From an optimization exercise on the open Yosys and OpenROAD flow, aimed at small area; shortcuts taken in it are not production practice. The RTL was checked by simulation tests, not by an equivalence proof against the original design. Power is estimated from default activity; no workload was simulated.

### flow/run.sh
#!/bin/bash
# The standard layout, with two changes: the port buffers use the smallest
# buffer cell, and the clock tree clusters up to 16 flip-flops per leaf buffer
# without dummy loads. Each tool's output goes to a log in this folder
# (make's in flow.log; ORFS's per-step logs under orfs/logs/).
set -euo pipefail
export BUFFER_PORTS_ARGS="-buffer_cell sky130_fd_sc_hd__buf_1"
export CTS_ARGS="-sink_clustering_enable -repair_clock_nets -dont_use_dummy_load -buf_list sky130_fd_sc_hd__clkbuf_8 -sink_clustering_size 16 -sink_clustering_max_diameter 80"
bash standard.sh > flow.log 2>&1
### standard.sh
#!/bin/bash
# synth_recipe.tcl (not shown) runs the flow's synth.tcl, then flattens the netlist and writes it again
# the make line also repeats each setting of config.mk as NAME=value (left out here)
make -C /OpenROAD-flow-scripts/flow DESIGN_CONFIG=/design/flow/config.mk WORK_HOME=/design/flow/orfs CLKGATE_MAP_FILE= SYNTH_SCRIPT=/design/flow/synth_recipe.tcl "${@:-finish}"
### config.mk
export PLATFORM = sky130hd
export DESIGN_NAME = tracker_top
export DESIGN_NICKNAME = tracker_top
export VERILOG_FILES = /design/flow/design.v
export SDC_FILE = /design/flow/constraint.sdc
export NUM_CORES = 4
export LEC_CHECK = 0
export CAP_MARGIN = 20
export CORE_MARGIN = 2
export CORE_UTILIZATION = 70
export SLEW_MARGIN = 20
### constraint.sdc
create_clock -name core_clock -period 10.0 [get_ports {clk_65mhz}]
set_input_delay 2.0000 -clock core_clock [delete_from_list [all_inputs] [get_ports {clk_65mhz}]]
set_output_delay 2.0000 -clock core_clock [all_outputs]
set_load 0.01 [all_outputs]
### design.v
package tracker_pkg;
    typedef logic [10:0] h_pos_t;
    typedef logic [9:0]  v_pos_t;
    typedef logic [11:0] rgb_t;   
    localparam h_pos_t H_ACTIVE = 11'd1024;
    localparam h_pos_t H_FRONT  = 11'd24;
    localparam h_pos_t H_SYNC   = 11'd136;
    localparam h_pos_t H_BACK   = 11'd160;
    localparam h_pos_t H_TOTAL  = H_ACTIVE + H_FRONT + H_SYNC + H_BACK;   
    localparam v_pos_t V_ACTIVE = 10'd768;
    localparam v_pos_t V_FRONT  = 10'd3;
    localparam v_pos_t V_SYNC   = 10'd6;
    localparam v_pos_t V_BACK   = 10'd29;
    localparam v_pos_t V_TOTAL  = V_ACTIVE + V_FRONT + V_SYNC + V_BACK;   
    localparam h_pos_t CAM_H = 11'd640;
    localparam v_pos_t CAM_V = 10'd480;
    localparam h_pos_t BALL_H_LO   = 11'd20;
    localparam h_pos_t BALL_H_HI   = 11'd319;
    localparam h_pos_t TGT_H_LO    = 11'd320;
    localparam h_pos_t TGT_H_HI    = 11'd639;
    localparam v_pos_t REGION_V_LO = 10'd50;
    localparam v_pos_t REGION_V_HI = 10'd400;
    localparam v_pos_t DEADBAND = 10'd2;   
    localparam int SUM_BITS = 27;   
    typedef logic [SUM_BITS-1:0] sum_t;
    localparam int CNT_BITS = 17;
    typedef logic [CNT_BITS-1:0] count_t;
endpackage
`timescale 1ns/1ps
module centroid_accumulator #(
    parameter int W  = 26,   
    parameter int PW = 9,    
    parameter int QW = 9     
) (
    input  logic          clk_65mhz,
    input  logic          clear,
    input  logic          sample,
    input  logic [PW-1:0] pos,
    input  logic          div,
    input  logic          step,
    input  logic [16:0]   cnt,
    input  logic [QW-1:0] qpos,
    output logic [QW-1:0] quo
);
    localparam int K = 13;
    logic [W-1:0] s;
    logic [W-1:0] op;
    logic [W-1:0] sum;
    logic [W:0]   c;
    logic         cr;     
    logic         done;   
    logic         sub;
    logic         cap;
    assign done = s[W-1] && s[W-2];
    assign sub  = div && step && !done;
    assign cap  = div && step && done && s[W-3];
    assign c[0] = sub;
    for (genvar i = 0; i < W; i++) begin : g_add
        if (i < PW)
            assign op[i] = sub ? ~cnt[i] : (sample & pos[i]);
        else if (i < 17)
            assign op[i] = sub & ~cnt[i];
        else
            assign op[i] = sub;
        if (i == K) begin : g_cut
            assign sum[i] = s[i] ^ op[i] ^ cr;
            assign c[i+1] = (s[i] & op[i]) | (cr & (s[i] ^ op[i]));
        end else begin : g_rc
            assign sum[i] = s[i] ^ op[i] ^ c[i];
            assign c[i+1] = (s[i] & op[i]) | (c[i] & (s[i] ^ op[i]));
        end
    end
    assign quo = s[QW-1:0];
    always_ff @(posedge clk_65mhz) begin
        cr <= !clear && c[K];
        if (clear)
            s <= '0;
        else if (cap)
            s <= {sum[W-1:W-2], 1'b0, sum[W-4:QW], qpos};
        else
            s <= sum;
    end
endmodule
module rc_sub #(
    parameter int W = 11
) (
    input  logic [W-1:0] a,
    input  logic [W-1:0] b,
    output logic [W-1:0] d
);
    logic [W:0] c;
    assign c[0] = 1'b1;
    for (genvar i = 0; i < W; i++) begin : g_sub
        assign d[i]   = a[i] ^ ~b[i] ^ c[i];
        assign c[i+1] = (a[i] & ~b[i]) | (c[i] & (a[i] ^ ~b[i]));
    end
endmodule
module rc_inc #(
    parameter int W = 11
) (
    input  logic [W-1:0] a,
    input  logic          ci,
    output logic [W-1:0] y
);
    logic [W:0] c;
    assign c[0] = ci;
    for (genvar i = 0; i < W; i++) begin : g_inc
        assign y[i]   = a[i] ^ c[i];
        assign c[i+1] = a[i] & c[i];
    end
endmodule
`timescale 1ns/1ps
module tracker_top #(
    parameter logic [3:0] R_LO       = 4'd8,
    parameter logic [3:0] R_HI       = 4'd15,
    parameter logic [3:0] G_LO       = 4'd0,
    parameter logic [3:0] G_HI       = 4'd5,
    parameter logic [3:0] B_LO       = 4'd0,
    parameter logic [3:0] B_HI       = 4'd5,
    parameter int         BOX_RADIUS = 15
) (
    input  logic                clk_65mhz,
    input  logic                rst_n,
    input  tracker_pkg::rgb_t   pixel_rgb,   
    input  logic                show_mask,
    input  logic                show_markers,
    output tracker_pkg::h_pos_t pixel_h,
    output tracker_pkg::v_pos_t pixel_v,
    output logic [3:0]          vga_r,
    output logic [3:0]          vga_g,
    output logic [3:0]          vga_b,
    output logic                vga_hs,
    output logic                vga_vs,
    output tracker_pkg::h_pos_t ball_h,
    output tracker_pkg::v_pos_t ball_v,
    output tracker_pkg::h_pos_t target_h,
    output tracker_pkg::v_pos_t target_v,
    output logic                result_valid,
    output logic                ball_low,
    output logic                ball_high,
    output logic                ball_centered
);
    logic [10:0] h;
    logic [9:0]  v;
    logic        started;   
    logic        h_end, v_end, v_zero;
    assign h_end  = h[10] & h[8] & (&h[5:0]);            
    assign v_end  = v[9] & v[8] & v[5] & v[2] & v[0];    
    assign v_zero = (v == 10'd0);
    logic [10:0] h_inc;
    logic [9:0]  v_inc;
    rc_inc #(.W(11)) inc_h (.a(h), .ci(1'b1), .y(h_inc));
    rc_inc #(.W(10)) inc_v (.a(v), .ci(1'b1), .y(v_inc));
    always_ff @(posedge clk_65mhz or negedge rst_n) begin
        if (!rst_n) begin
            h       <= '0;
            v       <= '0;
            started <= 1'b0;
        end else begin
            h <= h_end ? 11'd0 : h_inc;
            if (h_end) begin
                v <= v_end ? 10'd0 : v_inc;
                if (v_end)
                    started <= 1'b1;
            end
        end
    end
    assign pixel_h = h;
    assign pixel_v = v;
    logic [11:0] rgb2;
    always_ff @(posedge clk_65mhz)
        rgb2 <= pixel_rgb;
    logic match;
    assign match = (rgb2[11:8] >= R_LO) && (rgb2[11:8] <= R_HI) &&
                   (rgb2[7:4]  >= G_LO) && (rgb2[7:4]  <= G_HI) &&
                   (rgb2[3:0]  >= B_LO) && (rgb2[3:0]  <= B_HI);
    logic rows, ball_hit, tgt_hit;
    assign rows     = (v >= 10'd50) && (v <= 10'd400);
    assign ball_hit = match && rows && (h >= 11'd22)  && (h <= 11'd321);
    assign tgt_hit  = match && rows && (h >= 11'd322) && (h <= 11'd641);
    logic [16:0] ball_n, tgt_n;
    logic        clear;
    logic [16:0] ball_n_inc, tgt_n_inc;
    rc_inc #(.W(17)) inc_bn (.a(ball_n), .ci(ball_hit), .y(ball_n_inc));
    rc_inc #(.W(17)) inc_tn (.a(tgt_n),  .ci(tgt_hit),  .y(tgt_n_inc));
    assign clear = (h == 11'd29) && v_zero;
    always_ff @(posedge clk_65mhz) begin
        ball_n <= clear ? 17'd0 : ball_n_inc;
        tgt_n  <= clear ? 17'd0 : tgt_n_inc;
    end
    logic line511, div_v, div_h, step;
    assign line511 = ~v[9] & (&v[8:0]);
    assign div_v   = v[9] | (line511 & h[10] & h[8] & (&h[5:1]));   
    assign div_h   = v[9] | (line511 & h[10] & h[8] & (&h[5:3]) & (h[2] | h[1]));   
    logic div_th;
    assign div_th  = v[9] & ((v[8:0] != 9'd0) | h[10] | h[9] | ((&h[8:3]) & (h[2] | h[1])));
    assign step    = ~h[0];
    logic [8:0] ball_hq, ball_vq, tgt_vq;
    logic [9:0] tgt_hq;
    centroid_accumulator #(.W(26), .PW(9), .QW(9)) acc_bh (
        .clk_65mhz, .clear, .sample(ball_hit), .pos(h[8:0]), .div(div_h), .step, .cnt(ball_n),
        .qpos(h[9:1]), .quo(ball_hq));
    centroid_accumulator #(.W(26), .PW(9), .QW(9)) acc_bv (
        .clk_65mhz, .clear, .sample(ball_hit), .pos(v[8:0]), .div(div_v), .step, .cnt(ball_n),
        .qpos(h[9:1]), .quo(ball_vq));
    centroid_accumulator #(.W(26), .PW(9), .QW(10)) acc_th (
        .clk_65mhz, .clear, .sample(tgt_hit), .pos({h[9], h[7:0]}), .div(div_th), .step, .cnt(tgt_n),
        .qpos(h[10:1]), .quo(tgt_hq));
    centroid_accumulator #(.W(26), .PW(9), .QW(9)) acc_tv (
        .clk_65mhz, .clear, .sample(tgt_hit), .pos(v[8:0]), .div(div_v), .step, .cnt(tgt_n),
        .qpos(h[9:1]), .quo(tgt_vq));
    logic [8:0] bh, bv, tv;
    logic [9:0] th;
    logic       load;
    assign load = clear && started;
    always_ff @(posedge clk_65mhz or negedge rst_n) begin
        if (!rst_n) begin
            bh <= '0;
            bv <= '0;
            th <= '0;
            tv <= '0;
        end else if (load) begin
            bh <= ball_hq;
            bv <= ball_vq;
            th <= tgt_hq;
            tv <= tgt_vq;
        end
    end
    assign ball_h   = {2'b00, bh};
    assign ball_v   = {1'b0, bv};
    assign target_h = {1'b0, th};
    assign target_v = {1'b0, tv};
    logic below, above, shown;
    logic [9:0] dv;   
    rc_sub #(.W(10)) sub_dv (.a({1'b0, bv}), .b({1'b0, tv}), .d(dv));
    assign below = !dv[9] && (dv[8:2] != 7'd0 || dv[1:0] == 2'd3);   
    assign above = dv[9] && !(&dv[8:1]);                               
    assign shown  = started || !v_zero || (h >= 11'd30);
    assign result_valid  = (h == 11'd30) && v_zero;
    assign ball_low      = below;
    assign ball_high     = above;
    assign ball_centered = shown && !below && !above;
    logic blank2, cam2, hit2;
    assign blank2 = (h >= 11'd1026) || (v >= 10'd768) || ((h < 11'd2) && (!v_zero || started));
    assign cam2   = (h <= 11'd641) && (v < 10'd480);
    assign hit2   = match && cam2 && (h != 11'd0);
    logic [10:0] ab, at;
    logic [9:0]  bb, bt;
    rc_sub #(.W(11)) sub_ab (.a(h), .b(ball_h),   .d(ab));
    rc_sub #(.W(11)) sub_at (.a(h), .b(target_h), .d(at));
    rc_sub #(.W(10)) sub_bb (.a(v), .b(ball_v),   .d(bb));
    rc_sub #(.W(10)) sub_bt (.a(v), .b(target_v), .d(bt));
    function automatic logic on_outline(input logic [10:0] a, input logic [9:0] b);
        logic in_a, in_b, edge_a, edge_b;
        in_a   = (a <= 11'd17) || (a >= 11'd2035);
        in_b   = (b <= 10'd15) || (b >= 10'd1009);
        edge_a = (a == 11'd17) || (a == 11'd2035);
        edge_b = (b == 10'd15) || (b == 10'd1009);
        on_outline = in_a && in_b && (edge_a || edge_b);
    endfunction
    logic [11:0] px;
    always_comb begin
        if (show_mask && hit2)
            px = 12'h0F0;
        else if (show_markers && on_outline(ab, bb))
            px = 12'hF00;
        else if (show_markers && on_outline(at, bt))
            px = 12'h00F;
        else
            px = cam2 ? rgb2 : 12'h000;
    end
    always_ff @(posedge clk_65mhz or negedge rst_n) begin
        if (!rst_n)
            {vga_r, vga_g, vga_b} <= '0;
        else
            {vga_r, vga_g, vga_b} <= blank2 ? 12'h000 : px;
    end
    assign vga_hs = !((h >= 11'd1051) && (h <= 11'd1186));
    assign vga_vs = !(((h >= 11'd3) && (v >= 10'd771) && (v <= 10'd776)) ||
                      ((h <  11'd3) && (v >= 10'd772) && (v <= 10'd777)));
endmodule
==> impl_results.md <==
- Status: timing/DRC/antenna clean
- Worst-margin pin slew: about 1.0 ns
- H-tree depth: 1
- Layout Cells excl Fill: 1448
- Initial antenna violation count: 0
- Synth-to-layout area growth: 5.37%
- Setup TNS: 0 ns
- Slowest cell on the critical path: dfrtp_1
- CP peak stage delay: 0.85 ns
- Fillers: 1308
- CP Cell Sequence: clkinv_1 -> o211ai_1 -> a21o_1 -> or2_2 -> fa_1 -> inv_1 -> fa_1 -> fa_1 -> fa_1 -> fa_1 -> fa_1 -> fa_1 -> fa_1 -> fa_1 -> fa_1 -> fa_1 -> fa_1 -> xor2_1 -> nor2_1
- Routed len/inst: 19.6 µm
- Vias in the first global route: roughly 9000
- RSZ-0062 raised after global routing: no
- Hold buffer count at CTS: 0
- CTS Sinks: between 200 and 250
- Crit path max fanout: 19
- Clk_skew: 0.0649 ns
- Longest Clk Path Bufs: 3
- CP bufs+invs: 2
- Worst hold slack: 0.460 ns
- Worst EP required: 10.37 ns
- CTS tree: done
- Residual DRC: 0
- Resized cells post-CTS: 0
- RePlAce Congestion: around 0.92
- Fin. max-slew vios: 0
- Setup CP Type: reg2reg
- Fmax achieved: 0.124 GHz
- DIE AREA: between 0.015 and 0.02 mm²
- Synth top area share: 0.241
- IO Port Bufs: 91
- Largest net degree at the start of global routing: between 70 and 80
- Power Density: 101 mW/mm²
- Minimum clock period: 8.09 ns
- Antenna viol nets, final: 0
- Synth area leader: dfxtp_1
- Post-synthesis sequential area ratio: 0.379
- Max_slew headroom: 0.298
- Count of final hold-check violations: 0
- Die Span Y: 139 µm
- Postcts setup bufs: 0
- # setup viols final: 0
- Syn avg cell area: 11.1 µm²
- Starting density of the core: 0.714
- Netlist Area Pre-Place: 0.0128 mm²
- Core Box Area: 0.0180 mm²
- N_diodes: 0
- Hpwl dp: 20800 µm
- GRT overflow: 0
- Pleak: between 6 and 7 nW
- TritonRoute pass-1 iters: 5
- Cells after Synth: 1151
- Setup crit start kind: flop
- Final net count: 1438
- Clock Latency Late Sink: 0.54 ns
- Yosys Warn Count: 3
- Min-Delay Path Class: reg2reg
- CP top delay family: adder cells
- Yosys cell types: 73
- Synth Flop Type: dfxtp_1
- Fin crit share: 0.809
- Worst vdd ir: 0.110 mV
- Maxcap violations: 0
- Power Total: 0.00137 W
- Site Rows: 49
- Ratio of cells with drive above 1 in the final layout: 0.0656
- Via count: 8537
- Cts bufs inserted: 18
- Initial DRC Count: between 500 and 600
- Post-synth ARST share: 0.316
- CP Data Arrival Time: 8.47 ns
- Largest cells by area after synthesis: dfxtp_1, fa_1, dfrtp_1, ha_1, nor2b_1
- Via density: 5.90
- Placed cells: 1430
- Crit-path most repeated cell: fa_1
- Io pins: 97
- First-pass GRT wire length: about 47000 µm
- Worst Setup End Kind: flop
- Final wirelength: 28300 µm
- Worst-path clk slew: 0.11 ns
- Synth Register Bits: around 230
- Clock Root Buffer: clkbuf_8
- Post-synth EDFFs: 0
- Die width: approximately 140 µm
- GRT Total Usage: 0.303
layout by cell type, fill, tap and decap left out, drive strengths merged, types with 12 or more instances in the layout:
cell      n
nand2    35
fa      141
dfxtp   154
inv     109
a211oi   21
nor3     12
nor2    104
a21oi    34
mux2i    36
mux2     25
ha       60
or2      16
nor2b   114
buf     104
nand4    16
dfrtp    71
clkbuf   18
cell usage after synthesis, types with 9 or more instances:
cell type / count
inv_1: 109
a21oi_1: 34
nand4_1: 16
fa_1: 141
or2_2: 15
buf_2: 22
mux2i_1: 36
buf_4: 14
nor2_1: 104
dfrtp_1: 71
mux2_2: 20
clkbuf_1: 18
nand2_1: 34
dfxtp_1: 154
o2bb2ai_1: 10
a211oi_1: 21
ha_1: 60
nor2b_1: 114
o31ai_1: 9
nand3_1: 11
o21ai_0: 9
worst register-to-register path, cell delays in order (launching register included):
cell,delay (ns)
dfrtp_1,0.85
clkinv_1,0.56
o211ai_1,0.41
a21o_1,0.51
or2_2,0.23
fa_1,0.17
inv_1,0.05
fa_1,0.41
fa_1,0.42
fa_1,0.43
fa_1,0.46
fa_1,0.46
fa_1,0.46
fa_1,0.46
fa_1,0.48
fa_1,0.46
fa_1,0.46
fa_1,0.44
xor2_1,0.15
nor2_1,0.05
routing by layer:
metal	up-vias	global-route usage	wire [µm]
met5	-	0	0
met2	336	0.470	12900
li1	3907	-	-
met1	4213	0.436	12200
met4	0	0.110	1270
met3	81	0.0547	2000
sequential cells by signal (all words and copies together), names as in the netlist, 10 cells and up:
register,cells
acc_bh.s,26
acc_bv.s,26
tgt_n,17
ball_n,17
acc_tv.s,26
acc_th.s,26
v,10
h,11
rgb2,12
th,10
metrics by stage:
| stage | setup WS [ns] | util | cell area (µm²) |
|---|---|---|---|
| final | 1.91 | 0.752 | 13500 |
| after global routing | 1.45 | 0.752 | 13500 |
| after floorplan | 2.47 | - | 12800 |
| after detailed placement | 1.98 | 0.738 | 13300 |
| after global placement | 2.12 | 0.738 | 13300 |
| after CTS | 1.95 | 0.752 | 13500 |
final timing paths:
| path | from | cells past startpoint | end | slack (ns) |
|---|---|---|---|---|
| worst max-delay path | h[0]$_DFF_PN0_ | 19 | acc_th.s[25]$_SDFF_PP0_ | 1.91 |
| worst min-delay path | rgb2[0]$_DFF_P_ | 2 | vga_b[0]$_DFF_PN0_ | 0.46 |
| worst max register to register | h[0]$_DFF_PN0_ | 19 | acc_th.s[25]$_SDFF_PP0_ | 1.91 |
| worst min register to register | rgb2[0]$_DFF_P_ | 2 | vga_b[0]$_DFF_PN0_ | 0.46 |
| max in group asynchronous | rst_n | 2 | bv[1]$_DFFE_PN0P_ | 7.63 |
| min in group asynchronous | rst_n | 2 | th[6]$_DFFE_PN0P_ | 1.69 |
power by group:
group / switching [W] / internal [W]
clock network: 0.000283 / 0.000162
logic: 0.0000120 / 0.00000495
registers: 0.00000180 / 0.000905
total: 0.000297 / 0.00107
logic make-up (layout without fill, tap and decap cells):
kind of cell	after synthesis	count (layout)	synth area share
and+or+nand+nor	355	355	0.157
DFF	225	225	0.379
adders and majority gates	201	201	0.279
buffers and inverters	168	232	0.0560
AOI/OAI and AO/OA	129	129	0.0709
muxes	61	61	0.0501
xor gates and xnor gates	11	11	0.00752
other	1	5	0.000293
area by class of cell:
cell class                      instances  area [µm²]  share of cell area
Clock buffer                           18         248              0.0183
Inverter                              110         413              0.0306
Tap cell                              229         287              0.0212
Multi-Input combinational cell        762        7260               0.538
Sequential cell                       225        4860               0.360
Timing Repair Buffer                  104         438              0.0324

==> re-timing with driven ports <==
The flow's constraints put no driver on any port. The routed layout listed below was extracted and timed again, unchanged, in two steps.
Step 1: set_driving_cell puts a clkbuf_16 on clk_65mhz and a buf_2 on each other input, an assumption about the parent block.
Step 2 times the ports against the registers' clock, not the clock port: input delays grow and output delays shrink by t, the midpoint of the rising clock arrivals with the driver on.
a / b / c = no drivers / after step 1 / after step 2; a / b = the first two.
t, ns: 0.550
setup WS [ns]: 1.905 / 1.905 / 1.905
latest minus earliest clock arrival (ns): 0.065 / 0.065
worst register clock-pin slew, ns: 0.11 / 0.11
cell pins on the clock port's net: 1
After both steps this run still meets setup and hold. The setup slack of this run moves by 0.000 ns with the drivers and by 0.000 ns with both steps.
